What follows belongs to an exercise in optimizing a design on an open flow for small area, a short achievable clock period and few clock cycles per item; a production flow would make more cautious choices. The RTL of this run was laid out without a check of its function. Power is estimated from default activity; no workload was simulated.

==> design/flow/design.v <==
package ahbl_pkg;
  localparam logic [1:0] HTRANS_IDLE   = 2'b00;
  localparam logic [1:0] HTRANS_BUSY   = 2'b01;
  localparam logic [1:0] HTRANS_NONSEQ = 2'b10;
  localparam logic [1:0] HTRANS_SEQ    = 2'b11;
  typedef enum logic [1:0] {
    StIdle = 2'd0,
    StFill = 2'd1,
    StResp = 2'd2
  } cache_state_e;
  function automatic logic htrans_active(input logic [1:0] htrans);
    case (htrans)
      HTRANS_NONSEQ, HTRANS_SEQ: htrans_active = 1'b1;
      HTRANS_IDLE, HTRANS_BUSY:  htrans_active = 1'b0;
      default:                   htrans_active = 1'b0;
    endcase
  endfunction
endpackage
module xip_line_cache_store #(
  parameter int unsigned NUM_LINES  = 16,
  parameter int unsigned LINE_WORDS = 4
) (
  input  logic                          clk_i,
  input  logic                          we_i,
  input  logic [NUM_LINES-1:0]          widx_i,    
  input  logic [LINE_WORDS-1:0]         wword_i,   
  input  logic [31:0]                   wdata_i,
  input  logic [$clog2(NUM_LINES)-1:0]  ridx_i,
  input  logic [$clog2(LINE_WORDS)-1:0] rword_i,
  output logic [31:0]                   rdata_o
);
  localparam int unsigned N = NUM_LINES * LINE_WORDS;
  logic [31:0] data_q [N];
  logic [N-1:0] rsel;
  for (genvar l = 0; l < NUM_LINES; l++) begin : g_line
    for (genvar w = 0; w < LINE_WORDS; w++) begin : g_word
      always_ff @(posedge clk_i) begin
        if (we_i & widx_i[l] & wword_i[w]) begin
          data_q[l * LINE_WORDS + w] <= wdata_i;
        end
      end
    end
  end
  assign rsel = N'(1) << {ridx_i, rword_i};
  always_comb begin
    rdata_o = '0;
    for (int k = 0; k < N; k++) begin
      rdata_o = rdata_o | (data_q[k] & {32{rsel[k]}});
    end
  end
endmodule
module xip_line_cache_ahbl #(
  parameter int unsigned NUM_LINES  = 16,
  parameter int unsigned LINE_WORDS = 4,
  parameter int unsigned ADDR_W     = 24
) (
  input  logic        HCLK,
  input  logic        HRESETn,
  input  logic        HSEL,
  input  logic [31:0] HADDR,
  input  logic [1:0]  HTRANS,
  input  logic        HWRITE,
  input  logic        HREADY,
  output logic        HREADYOUT,
  output logic [31:0] HRDATA,
  output logic        HRESP,
  output logic        M_HSEL,
  output logic [31:0] M_HADDR,
  output logic [1:0]  M_HTRANS,
  input  logic        M_HREADY,
  input  logic [31:0] M_HRDATA,
  input  logic        flush
);
  localparam int unsigned OFF_W  = $clog2(LINE_WORDS);
  localparam int unsigned IDX_W  = $clog2(NUM_LINES);
  localparam int unsigned TAG_W  = ADDR_W - OFF_W - IDX_W - 2;
  localparam int unsigned LINE_W = TAG_W + IDX_W;
  logic              accept, rd_raw, rd;
  logic [OFF_W-1:0]  a_word;
  logic [IDX_W-1:0]  a_idx;
  logic [TAG_W-1:0]  a_tag;
  logic [LINE_W-1:0] a_line;
  logic              unused_addr;
  assign unused_addr = ^{HADDR[31:ADDR_W], HADDR[1:0]};
  assign accept = HSEL & ahbl_pkg::htrans_active(HTRANS) & HREADY;
  assign rd_raw = HSEL & ahbl_pkg::htrans_active(HTRANS) & ~HWRITE;
  assign rd     = rd_raw & HREADY;
  assign a_word = HADDR[OFF_W+1:2];
  assign a_idx  = HADDR[OFF_W+IDX_W+1:OFF_W+2];
  assign a_tag  = HADDR[ADDR_W-1:OFF_W+IDX_W+2];
  assign a_line = HADDR[ADDR_W-1:OFF_W+2];
  logic [TAG_W-1:0]     tag_q [NUM_LINES];
  logic [NUM_LINES-1:0] valid_q;
  logic                  gen_q;
  logic [IDX_W-1:0]      cur_idx_q;
  logic [LINE_WORDS-1:0] arrived_q;
  logic                  m_act_q;
  logic [LINE_W-1:0]     m_line_q;
  logic [OFF_W-1:0]      m_word_q;
  logic                  m_gen_q;
  logic                  pend_q;      
  logic                  early_q;     
  logic                  dp_act_q;
  logic [OFF_W-1:0]      dp_word_q;
  logic [NUM_LINES-1:0]  dp_idx_oh_q;    
  logic [LINE_WORDS-1:0] dp_word_oh_q;
  logic                  dp_gen_q;
  logic                  wait_q;      
  logic [OFF_W-1:0]      wword_q;     
  logic [LINE_W-1:0]     line_q;      
  logic [31:0]           rdata_q;
  logic        tag_hit, arriving, bypass, word_ok, miss, m_free, fwd, early;
  logic [31:0] st_rdata;
  logic [NUM_LINES-1:0] line_match;
  for (genvar i = 0; i < NUM_LINES; i++) begin : g_match
    assign line_match[i] = valid_q[i] & (tag_q[i] == a_tag) & (a_idx == IDX_W'(i));
  end
  assign tag_hit  = (|line_match) & ~flush;
  assign arriving = M_HREADY & dp_act_q & (dp_gen_q == gen_q);
  assign bypass   = arriving & (cur_idx_q == a_idx) & (dp_word_q == a_word);
  assign word_ok  = (cur_idx_q != a_idx) | arrived_q[a_word] | bypass;
  assign miss     = rd & ~tag_hit;
  assign m_free   = ~m_act_q | (M_HREADY & (m_word_q == OFF_W'(LINE_WORDS - 1)));
  assign early    = fwd & rd_raw & ~tag_hit & m_free & ~pend_q;
  xip_line_cache_store #(
    .NUM_LINES  (NUM_LINES),
    .LINE_WORDS (LINE_WORDS)
  ) u_store (
    .clk_i   (HCLK),
    .we_i    (M_HREADY),
    .widx_i  (dp_idx_oh_q),
    .wword_i (dp_word_oh_q),
    .wdata_i (M_HRDATA),
    .ridx_i  (a_idx),
    .rword_i (a_word),
    .rdata_o (st_rdata)
  );
  always_ff @(posedge HCLK) begin
    if (rd) begin
      tag_q[a_idx] <= a_tag;
    end
  end
  always_ff @(posedge HCLK or negedge HRESETn) begin
    if (!HRESETn) begin
      valid_q <= '0;
    end else begin
      if (flush) begin
        valid_q <= '0;
      end
      if (rd) begin
        valid_q[a_idx] <= 1'b1;
      end
    end
  end
  assign fwd = wait_q & arriving & (dp_word_q == wword_q);
  always_ff @(posedge HCLK) begin
    rdata_q <= (wait_q | bypass) ? M_HRDATA : st_rdata;
    if (HREADY) begin
      line_q <= a_line;
    end
  end
  always_ff @(posedge HCLK or negedge HRESETn) begin
    if (!HRESETn) begin
      wait_q  <= 1'b0;
      wword_q <= '0;
    end else if (HREADY) begin
      wait_q  <= rd & ~(tag_hit & word_ok);
      wword_q <= a_word;
    end else if (fwd) begin
      wait_q  <= 1'b0;
    end
  end
  assign HREADYOUT = ~wait_q;
  assign HRDATA    = rdata_q;
  assign HRESP     = 1'b0;
  always_ff @(posedge HCLK or negedge HRESETn) begin
    if (!HRESETn) begin
      gen_q     <= 1'b0;
      cur_idx_q <= '0;
      arrived_q <= '1;
    end else if (miss) begin
      gen_q     <= ~gen_q;
      cur_idx_q <= a_idx;
      arrived_q <= '0;
    end else if (arriving) begin
      arrived_q[dp_word_q] <= 1'b1;
    end
  end
  always_ff @(posedge HCLK or negedge HRESETn) begin
    if (!HRESETn) begin
      m_act_q  <= 1'b0;
      m_word_q <= '0;
      m_gen_q  <= 1'b0;
      pend_q   <= 1'b0;
      early_q  <= 1'b0;
    end else begin
      early_q <= early;
      if (m_free) begin
        m_act_q  <= miss | pend_q | early;
        m_word_q <= '0;
        m_gen_q  <= pend_q ? gen_q : ~gen_q;
        pend_q   <= 1'b0;
      end else begin
        if (M_HREADY) begin
          m_word_q <= m_word_q + OFF_W'(1);
        end
        if (miss & ~early_q) begin
          pend_q <= 1'b1;
        end
      end
    end
  end
  always_ff @(posedge HCLK) begin
    if (m_free) begin
      m_line_q <= pend_q ? line_q : a_line;
    end
  end
  always_ff @(posedge HCLK or negedge HRESETn) begin
    if (!HRESETn) begin
      dp_act_q  <= 1'b0;
      dp_word_q <= '0;
      dp_gen_q  <= 1'b0;
      dp_idx_oh_q  <= '0;
      dp_word_oh_q <= '0;
    end else if (M_HREADY) begin
      dp_act_q  <= m_act_q;
      dp_word_q <= m_word_q;
      dp_gen_q  <= m_gen_q;
      dp_idx_oh_q  <= m_act_q ? NUM_LINES'(1) << m_line_q[IDX_W-1:0] : '0;
      dp_word_oh_q <= LINE_WORDS'(1) << m_word_q;
    end
  end
  assign M_HSEL   = m_act_q;
  assign M_HTRANS = m_act_q ? ahbl_pkg::HTRANS_NONSEQ : ahbl_pkg::HTRANS_IDLE;
  assign M_HADDR  = {{(32 - ADDR_W){1'b0}}, m_line_q, m_word_q, 2'b00};
endmodule
==> design/flow/run.sh <==
#!/bin/bash
# synth_recipe.tcl (not shown) runs the flow's synth.tcl, then flattens the netlist and writes it again
# the make line also repeats each setting of config.mk as NAME=value (left out here)
make -C /OpenROAD-flow-scripts/flow DESIGN_CONFIG=/design/flow/config.mk WORK_HOME=/design/flow/orfs CLKGATE_MAP_FILE= SYNTH_SCRIPT=/design/flow/synth_recipe.tcl finish
==> design/flow/config.mk <==
export PLATFORM = sky130hd
export DESIGN_NAME = xip_line_cache_ahbl
export DESIGN_NICKNAME = xip_line_cache_ahbl
export VERILOG_FILES = /design/flow/design.v
export SDC_FILE = /design/flow/constraint.sdc
export NUM_CORES = 4
export LEC_CHECK = 0
export CAP_MARGIN = 20
export CORE_MARGIN = 2
export CORE_UTILIZATION = 40
export CTS_CLUSTER_DIAMETER = 60
export CTS_CLUSTER_SIZE = 24
export SETUP_SLACK_MARGIN = 3.0
export SLEW_MARGIN = 20
==> design/flow/constraint.sdc <==
create_clock -name core_clock -period 5.5 [get_ports {HCLK}]
set_input_delay 1.1000 -clock core_clock [delete_from_list [all_inputs] [get_ports {HCLK}]]
set_output_delay 1.1000 -clock core_clock [all_outputs]
set_load 0.01 [all_outputs]
==> results.py <==
metrics = {
    "critical_path": {
        "gate_family_responsible_for_the_most_delay_along_the_worst_path": "buffers and inverters",
        "setup.worst_path.end_class": "register",
        "critical_path_required_ns": 6.22,
        "worst_r2r_path_depth": 8,
        "cpMostUsedCell": "buf_16",
        "critPathSlowestCell": "nor2_4",
        "critPathMaxFanout": 10,
        "reg_to_reg_slack_setup_ns": 2.97,
        "timing.critical_path.buf_inv": 5,
        "arrival_ns": 3.53,
        "worstSetupPathDepth": 11,
        "start_kind": "input pin",
        "worstPathCellList": "buf_16, buf_12, buf_16, nand4b_1, buf_4, nor2_4, buf_6, a22oi_1, nand4_1, nor4_2, a21oi_2",
        "cpPeakStageDelay_ns": 0.49,
        "critical_path_class": "input pin to register",
    },
    "synth": {
        "synthCells": 4991,
        "synth_ff_type": "edfxtp_1",
        "yosysMostFrequentCell": "edfxtp_1",
        "synth-async-reset-ratio_pct": 2.383,
        "post_synth_main_area_contributors": "edfxtp_1 78%, a22oi_1 5.7%, xor2_1 1.6%",
        "post_synth_num_cell_types": 74,
        "post_synth_instance_area_sq_um": 90230,
        "netlist_top_cells_count": "2,344 x edfxtp_1, 681 x a22oi_1, 186 x nand4_1",
        "avgSynthCellArea_sq_um": 18.08,
        "share_of_the_yosys_chip_area_belonging_to_registers_pct": 80.33,
        "synth_top_area_cell": "edfxtp_1",
        "synth_warnings": 3,
        "yosys_register_bits": 2434,
        "synthDominantCellAreaShare_pct": 78.01,
        "synth_enable_flop_cells": 2344,
    },
    "placed_design": {
        "placedCellCount": 8100,
        "gpl.final_weighted_congestion": 0.8485,
        "dpl_cell_area_sq_um": 97430,
        "dp.final_hpwl_um": 185900,
        "placement.io_buffers": 118,
    },
    "clocking": {
        "clockBufferDepth": 3,
        "worstSkewPairLatency_ns": 0.89,
        "cts.hold.buffers_added": 0,
        "numClockSinks": 2434,
        "tritoncts": "yes",
        "clock_pin_transition_on_the_worst_setup_and_hold_timing_paths_ns": 0.09,
        "numCtsBuffers": 154,
        "clock_tree.root_cell": "clkbuf_16",
        "cts_htree_levels": 4,
    },
    "job": {
        "max_cap_violations": 0,
    },
    "floorplan": {
        "initial_core_util_pct": 40.20,
        "die_width_um": 479.0,
        "placeableCoreArea_sq_um": 224500,
        "die-area_sq_um": 229400,
        "total_number_of_placement_rows": 174,
        "io-pin-count": 142,
        "die_height_um": 479.0,
    },
    "drt": {
        "postRouteWirelength_um": 384700,
        "vias": 60720,
        "route.detailed.drc": 0,
        "drtIter0Drc": 13480,
        "post_drt_via_cell_ratio": 6.856,
        "detail_route.first_pass.iterations": 8,
        "postRouteAntennaNets": 0,
        "wire_per_inst_um": 43.43,
    },
    "layout": {
        "final_util_pct": 49.44,
        "num-nets-final": 5807,
        "layout-drive-gt1-share_pct": 27.32,
        "post_layout_nonfiller_instances": 8857,
        "nFillCells": 18100,
        "post_route_cell_area_sq_um": 111000,
        "area.growth.synth_to_final_pct": 22.99,
    },
    "power": {
        "leakagePower_nw": 35.65,
        "p_per_area_nw_per_um2": 334.3,
        "peakVddDrop_uv": 331.7,
    },
    "timing": {
        "layout_min_cycle_time_ns": 2.802,
        "final_setup_fails": 0,
        "achievable-frequency_mhz": 356.9,
        "fin_worst_skew_ns": 0.05039,
        "maxSlewHeadroom_pct": 14.40,
        "finalMaxSlewViolations": 0,
        "rsz0062_at_grt": "true",
        "post_route_worst_hold_slack_ns": 0.3755,
        "worst-slew-pin-transition_ns": 1.284,
        "final.setup.tns_ns": 0,
        "final_min_period_over_clock_period_pct": 50.94,
        "final_hold_viol_count": 0,
    },
    "global_route": {
        "grt_max_degree": 66,
        "first_global_vias": 54140,
        "overflow": 0,
        "gr-usage-all-layers_pct": 31.64,
        "global_route_wire_length_before_repair_um": 488100,
        "antenna_found_initial": 43,
    },
    "hold_path": {
        "holdCritPathClass": "input pin to asynchronous set/reset pin",
    },
    "outcome": {
        "run_status": "no timing/DRC/antenna violations",
    },
}
-- what timing repair did --
action                     4_1_cts  5_1_grt
cloned                          31       21
pin swaps                      189      193
gates resized for setup        678      233
setup buffers                  264      143
setup endpoints to repair      675     1241
-- report_power, final --
part           internal [W]  leakage (nW)  switching [W]
sequential           0.0209          22.1       0.000452
combinational      0.000863          11.0        0.00185
clock               0.00607          2.56        0.00693
total                0.0279          35.7        0.00923
-- placed cells by master (no fill, tap or decap), types with 68 or more instances in the layout --
master	n
a22o_1	145
buf_4	397
nand4_1	186
edfxtp_1	2344
a221oi_2	70
nand3_1	82
nor2_4	75
a22oi_1	623
clkbuf_16	162
a221oi_1	68
xor2_1	162
xnor2_1	105
buf_6	115
buf_12	168
-- stage by stage --
stage	power (W)	setup slack [ns]
after floorplan	0.02252	2.318
after detailed placement	0.02391	0.4934
after CTS	0.03671	2.756
after global placement	0.02386	0.5073
after global routing	0.03776	2.735
final	0.03710	2.698
-- area by class of cell --
cell class / instances / area (sq um) / area share, %
antenna: 20 / 50.05 / 0.04510
clock buffer: 164 / 3913 / 3.525
clock inverter: 112 / 1416 / 1.276
inverter: 43 / 173.9 / 0.1567
multi-input combinational: 2262 / 19360 / 17.44
sequential: 2434 / 72530 / 65.35
tap: 2992 / 3744 / 3.373
timing repair buffer: 830 / 9801 / 8.831
-- path summary, 6_finish.rpt --
check,from,endpoint
worst max-delay path,HADDR[5],rdata_q[20]
min in group core_clock,early_q,pend_q
worst max register to register,valid_q[15],cur_idx_q[1]
worst min-delay path,HRESETn,valid_q[0]
worst min register to register,early_q,pend_q
max in group asynchronous,HRESETn,dp_word_oh_q[3]
-- flip-flops by register name, indices dropped and copies added (netlist names), 4 cells and up --
register        count
dp_word_oh_q        4
valid_q            16
arrived_q           4
cur_idx_q           4
m_line_q           20
tag_q             256
rdata_q            32
u_store.data_q   2048
dp_idx_oh_q        16
line_q             20
-- cells by family after synthesis --
kind of cell	count (synthesis)	share of synthesized area, %
AO/OA/AOI/OAI	1106	9.547
XOR/XNOR	271	2.630
adder cells (fa/ha/maj)	9	0.1248
buffers and inverters	328	1.708
flip-flops	2434	80.33
multiplexers	37	0.5228
other	1	0.004156
AND/OR/NAND/NOR	805	5.133
-- layer usage --
| layer | GRT usage [%] | part of all wire [%] | vias up | wire, um |
|---|---|---|---|---|
| li1 | - | - | 22210 | - |
| met1 | 41.40 | 33 | 30710 | 128500 |
| met2 | 44.93 | 41 | 6213 | 157500 |
| met3 | 12.09 | 17 | 1548 | 67210 |
| met4 | 18.17 | 7.9 | 45 | 30250 |
| met5 | 0.4764 | 0.30 | - | 1171 |

[re-timing with driven ports]
The results above use ideal ports. As a check the final layout listed here was re-extracted and re-timed, cells and wires unchanged.
Step 1, drivers: a clkbuf_16 drives HCLK and a buf_2 each remaining input, both assumed.
Step 2 adds t to the input delays and takes it off the output delays; t is the mean of the earliest and latest rising clock arrival at the registers after step 1. Input paths then give back, and output paths get back, about the clock's delay inside the block.
Three values: no drivers, after step 1, after step 2; two values: the first two.
shift t [ns]: 0.935
slack for setup (ns): 2.698 / 2.721 / 1.786
hold slack, ns: 0.375 / 0.315 / 0.447
pins driven straight from the clock port: 1
After both steps setup and hold are still met in this run. For this run, drivers alone change the setup slack by +0.023 ns; drivers and shift together by -0.912 ns.
